Background: an optimization exercise with open tools, aiming at small area, a short achievable clock period and few clock cycles per item. Do not read the settings as production practice.
The RTL was checked by simulation tests, not by an equivalence proof against the original design.
Power figures rest on the tool's default switching activity, not on a simulated workload.

$ cat flow/run.sh
#!/bin/bash
# synth_recipe.tcl (not shown) runs the flow's synth.tcl, then flattens the netlist and writes it again
# the make line also repeats each setting of config.mk as NAME=value (left out here)
make -C /OpenROAD-flow-scripts/flow DESIGN_CONFIG=/design/flow/config.mk WORK_HOME=/design/flow/orfs CLKGATE_MAP_FILE= SYNTH_SCRIPT=/design/flow/synth_recipe.tcl finish
$ cat flow/config.mk
export PLATFORM = sky130hd
export DESIGN_NAME = goertzel_power_detect
export DESIGN_NICKNAME = goertzel_power_detect
export VERILOG_FILES = /design/flow/design.v
export SDC_FILE = /design/flow/constraint.sdc
export NUM_CORES = 4
export LEC_CHECK = 0
export CAP_MARGIN = 20
export CORE_MARGIN = 2
export CORE_UTILIZATION = 40
export SLEW_MARGIN = 20
$ cat flow/constraint.sdc
create_clock -name core_clock -period 8.0 [get_ports {i_clk}]
set_input_delay 1.6000 -clock core_clock [delete_from_list [all_inputs] [get_ports {i_clk}]]
set_output_delay 1.6000 -clock core_clock [all_outputs]
set_load 0.01 [all_outputs]
$ cat flow/design.v
`default_nettype none
module goertzel_power_detect #(
   parameter int OW       = 20,
   parameter int PW       = 2*OW+1,
   parameter int HOLD_ON  = 3,
   parameter int HOLD_OFF = 3
) (
   input  logic            i_clk,
   input  logic            i_rst,
   input  logic [2*OW-1:0] s_axis_tdata,
   input  logic            s_axis_tvalid,
   output logic            s_axis_tready,
   output logic [PW-1:0]   m_axis_tdata,
   output logic            m_axis_tuser,
   output logic            m_axis_tvalid,
   input  logic            m_axis_tready,
   input  logic [PW-1:0]   i_threshold,
   output logic            o_detect
);
   localparam int c_HMAX = (HOLD_ON > HOLD_OFF) ? HOLD_ON : HOLD_OFF;
   localparam int c_CW   = $clog2(c_HMAX + 1);
   localparam logic [1:0] c_ST_IDLE = 2'd0;
   localparam logic [1:0] c_ST_ARM  = 2'd1;
   localparam logic [1:0] c_ST_ON   = 2'd2;
   localparam logic [1:0] c_ST_REL  = 2'd3;
   logic                   r_v1, r_v2, r_v3;
   logic signed [OW-1:0]   r_re, r_im;
   logic [2*OW-1:0]        r_sq_re, r_sq_im;
   logic [PW-1:0]          r_pwr;
   logic                   r_hit;
   logic signed [2*OW-1:0] w_sq_re, w_sq_im;
   logic [PW-1:0]          w_sum;
   logic                   w_hit, w_en, w_accept, w_eval;
   logic [1:0]             r_state, w_state_nxt;
   logic [c_CW-1:0]        r_cnt, w_cnt_nxt, w_cnt_inc;
   logic                   w_detect_nxt;
   assign w_en          = !r_v3 || m_axis_tready;
   assign w_accept      = s_axis_tvalid && w_en;
   assign w_eval        = w_en && r_v2;
   assign s_axis_tready = w_en;
   assign w_sq_re = r_re * r_re;
   assign w_sq_im = r_im * r_im;
   assign w_sum   = PW'(r_sq_re) + PW'(r_sq_im);
   assign w_hit   = (w_sum >= i_threshold);
   always_ff @(posedge i_clk) begin
      if (i_rst) begin
         r_v1    <= 1'b0;
         r_v2    <= 1'b0;
         r_v3    <= 1'b0;
         r_re    <= '0;
         r_im    <= '0;
         r_sq_re <= '0;
         r_sq_im <= '0;
         r_pwr   <= '0;
         r_hit   <= 1'b0;
      end else if (w_en) begin
         r_v1    <= w_accept;
         r_re    <= s_axis_tdata[2*OW-1:OW];
         r_im    <= s_axis_tdata[OW-1:0];
         r_v2    <= r_v1;
         r_sq_re <= $unsigned(w_sq_re);
         r_sq_im <= $unsigned(w_sq_im);
         r_v3    <= r_v2;
         r_pwr   <= w_sum;
         r_hit   <= w_hit;
      end
   end
   assign m_axis_tdata  = r_pwr;
   assign m_axis_tuser  = r_hit;
   assign m_axis_tvalid = r_v3;
   always_ff @(posedge i_clk) begin
      if (i_rst) begin
         r_state  <= c_ST_IDLE;
         r_cnt    <= '0;
         o_detect <= 1'b0;
      end else if (w_eval) begin
         r_state  <= w_state_nxt;
         r_cnt    <= w_cnt_nxt;
         o_detect <= w_detect_nxt;
      end
   end
   assign w_cnt_inc = r_cnt + c_CW'(1);
   always_comb begin
      w_state_nxt = r_state;
      w_cnt_nxt   = r_cnt;
      case (r_state)
         c_ST_IDLE: begin
            if (w_hit) begin
               if (HOLD_ON == 1) begin
                  w_state_nxt = c_ST_ON;
                  w_cnt_nxt   = '0;
               end else begin
                  w_state_nxt = c_ST_ARM;
                  w_cnt_nxt   = c_CW'(1);
               end
            end
         end
         c_ST_ARM: begin
            if (!w_hit) begin
               w_state_nxt = c_ST_IDLE;
               w_cnt_nxt   = '0;
            end else if (w_cnt_inc == c_CW'(HOLD_ON)) begin
               w_state_nxt = c_ST_ON;
               w_cnt_nxt   = '0;
            end else begin
               w_cnt_nxt   = w_cnt_inc;
            end
         end
         c_ST_ON: begin
            if (!w_hit) begin
               if (HOLD_OFF == 1) begin
                  w_state_nxt = c_ST_IDLE;
                  w_cnt_nxt   = '0;
               end else begin
                  w_state_nxt = c_ST_REL;
                  w_cnt_nxt   = c_CW'(1);
               end
            end
         end
         default: begin
            if (w_hit) begin
               w_state_nxt = c_ST_ON;
               w_cnt_nxt   = '0;
            end else if (w_cnt_inc == c_CW'(HOLD_OFF)) begin
               w_state_nxt = c_ST_IDLE;
               w_cnt_nxt   = '0;
            end else begin
               w_cnt_nxt   = w_cnt_inc;
            end
         end
      endcase
   end
   always_comb begin
      w_detect_nxt = (w_state_nxt == c_ST_ON) || (w_state_nxt == c_ST_REL);
   end
endmodule
`default_nettype wire
==> notes.md <==
Sw Pwr 4.92 mW; Pint 4.89 mW; startpoint types register; fillcell total 8554; Avg Cell Area, Syn 9.06 um^2; hold crit path type reg -> reg; CTS Hold Bufs 0; area leader, netlist fa_1; Finished Layout Cells 5129; cts repair resizes 0; VDD IR max 0.000224 V; ys flop type dfxtp_1; Synth Warn # 1; num rows 108; Slew Limit Headroom 26.7%; DRC violations left 0; Max Clock Skew 0.0249 ns; vias per cell 4.93; HPWL Detailed 70.9 mm; GP Congestion 0.890; Tmin final 7.50 ns; max-cap violation count 0; Cell Area, Synth 35200 um^2; setup_tns 0 ns; area delta synth->final 9.74%; first-pass GRT wire length 141 mm; Initial Utilization 40.5%; nets@finish 5110; WL per Instance 16.4 um; Yosys reg bits 168; EDFF count, synth 0; Skew-Pair Late Insertion Delay 0.50 ns; total congestion overflow 0; period utilization 93.7%; status no timing/DRC/antenna violations; Max Fclk 133 MHz; Antenna Nets Post-Route 0; H-tree Lvls 4; Ports 130; Post-Syn Instances 3880; post-placement cell count 5097; Comb pwr share 77.6%; Leak 20.1 nW; CP required 8.32 ns; Sinks on Clock Net 168; CTS tree built; routed vias 25300; largest net degree at the start of global routing 89; drt pass-1 iters 5; WS Path Type reg -> reg; Routed WL 84.0 mm; Layout Utilization 44.4%; total nets after synthesis 5029; maximum root-to-sink buffer count 2; fin. max-slew vios 0; CORE AREA 86900 um^2; die height 300 um; Final Hold Viols 0; post-CTS setup buffers 0; CTS Buf Count 17; layout cells sized above 1 3.67%; register share of total power 13.0%; vias in the first global route 27400; sequential cell area 3370 um^2; top cells by area, synth fa_1, ha_1, inv_1, dfxtp_1, nand2_1; most numerous cell in the Yosys netlist inv_1; CTS root buf clkbuf_16; endpoint class of the critical path register; Synth top area share 43.5%; DRC violation total after the first TritonRoute iteration 1208; Die Footprint 90300 um^2; Synth cell types 70; initial antenna violation count 0; crit-path max FO 20; Sw Ratio 50.2%; register area share after synthesis 9.57%; setup repair after global routing missed its margin no; GRT Resource Usage Total 19.8%; die width 300 um; Worst-Margin Slew 1.10 ns; most instantiated cells after synthesis inv_1, fa_1, nand2_1; antenna cells 0; pwr dens 254 nW/um^2; clock transition at the registers of the reported paths 0.08 ns; Final setup violation count 0; critical path arrival 7.82 ns; clock share of power 9.5%; multi-input logic area 27800 um^2; Async S/R FF share, synth 0%; input/output buffers 129
[routing by layer]
metal / up-vias / track usage [%] / part of all wire (%)
met5: - / 0 / 0
met4: 0 / 4.92 / 1.9
met3: 84 / 3.33 / 5.4
met2: 508 / 33.2 / 49
met1: 12800 / 26.7 / 44
li1: 11900 / - / -
[layout make-up]
type / instances / share of cell area [%]
repair buffers: 201 / 4.74
flip-flops and latches: 168 / 8.72
clock buffers: 18 / 1.14
inverters: 940 / 9.15
well taps: 1155 / 3.75
multi-input cells: 2633 / 72.0
clock inverters: 14 / 0.545
[final timing paths]
path	end	start	slack, ns	cells past startpoint
worst min register to register	r_pwr[11]	r_pwr[11]	0.45	2
worst min-delay path	r_pwr[11]	r_pwr[11]	0.45	2
worst max-delay path	r_sq_re[39]	r_re[8]	0.50	22
worst max register to register	r_sq_re[39]	r_re[8]	0.50	22
[flip-flops by register name, summed over array words and instances (netlist names)]
signal / cells
r_cnt: 2
r_sq_im: 39
r_v3: 1
r_re: 20
r_state: 2
r_sq_re: 39
r_hit: 1
r_im: 20
r_pwr: 41
o_detect: 1
r_v1: 1
r_v2: 1
[power groups by stage]
stage | combinational [mW] | clock, mW | sequential, mW
after floorplan | 5.85 | 0 | 1.24
after global placement | 7.55 | 0 | 1.29
after detailed placement | 7.62 | 0 | 1.29
after CTS | 7.68 | 0.950 | 1.27
after global routing | 8.78 | 0.980 | 1.30
final | 7.61 | 0.929 | 1.27
[stage by stage]
stage	hold WS, ns	worst slack (ns)	instance area [um^2]	total power, mW
6_report	0.452	0.504	38600	9.81
5_1_grt	0.465	0.0511	38600	11.1
4_1_cts	0.455	0.547	38600	9.91
3_5_place_dp	0.441	0.564	37900	8.91
3_3_place_gp	0.440	0.626	37900	8.84
2_1_floorplan	0.429	0.934	35200	7.09
[logic make-up (layout without fill, tap and decap cells)]
| group | after synthesis | in the layout | synth area share [%] |
|---|---|---|---|
| mux | 6 | 6 | 0.178 |
| flops | 168 | 168 | 9.57 |
| buf+inv | 1079 | 1173 | 11.5 |
| simple gates | 931 | 931 | 12.2 |
| fa+ha+maj | 1064 | 1064 | 54.2 |
| compound gates | 498 | 498 | 9.06 |
| xor+xnor | 134 | 134 | 3.34 |
[worst max-delay path: stages, from the launching register on]
cell and delay [ns]:
dfxtp_1 0.90, nand2_1 0.18, fa_1 0.53, fa_1 0.55, inv_1 0.06, fa_1 0.53, fa_1 0.45, fa_1 0.47
fa_1 0.51, inv_1 0.05, fa_1 0.49, inv_1 0.04, ha_1 0.35, a21oi_1 0.20, a2bb2oi_1 0.27, nor2_1 0.12
nor3_1 0.37, a21oi_1 0.12, o21ai_0 0.35, a21boi_1 0.17, o41ai_1 0.38, or3_1 0.17, a31oi_1 0.07
[cell usage in the layout (no fill, tap or decap), types with 85 or more instances in the layout]
master / synthesis / layout
o21ai_0: 90 / 90
nor2_1: 125 / 123
dfxtp_1: 168 / 166
xnor2_1: 85 / 85
fa_1: 764 / 764
a21oi_1: 198 / 198
and2_1: 151 / 151
inv_1: 940 / 939
nand2_1: 484 / 484
clkdlybuf4s50_1: 0 / 128
ha_1: 300 / 300
Testbench counts, summed over its fixed seeds: cycles 2,072, items 2,048.

==> re-timing with driven ports <==
The flow's constraints put no driver on any port. The routed layout listed below was extracted and timed again, unchanged, in two steps.
Step 1 (the two cells are an assumption about what drives the block):
set clk [get_ports {i_clk}]
set_driving_cell -lib_cell sky130_fd_sc_hd__clkbuf_16 $clk
set_driving_cell -lib_cell sky130_fd_sc_hd__buf_2 [delete_from_list [all_inputs] $clk]
Step 2 moves the port delays by t, midway between the first and last clock arrival at a register: inputs arrive t later, outputs are due t later. That takes back most of the time a late clock gives input paths.
Three values: ideal, step 1, step 2; two values: the first two.
t, ns: 0.554
setup slack, ns: 0.504 / 0.504 / 0.504
latest minus earliest clock arrival (ns): 0.025 / 0.025
After both steps this run still meets setup and hold. For this run, drivers alone change the setup slack by 0.000 ns; drivers and shift together by 0.000 ns.
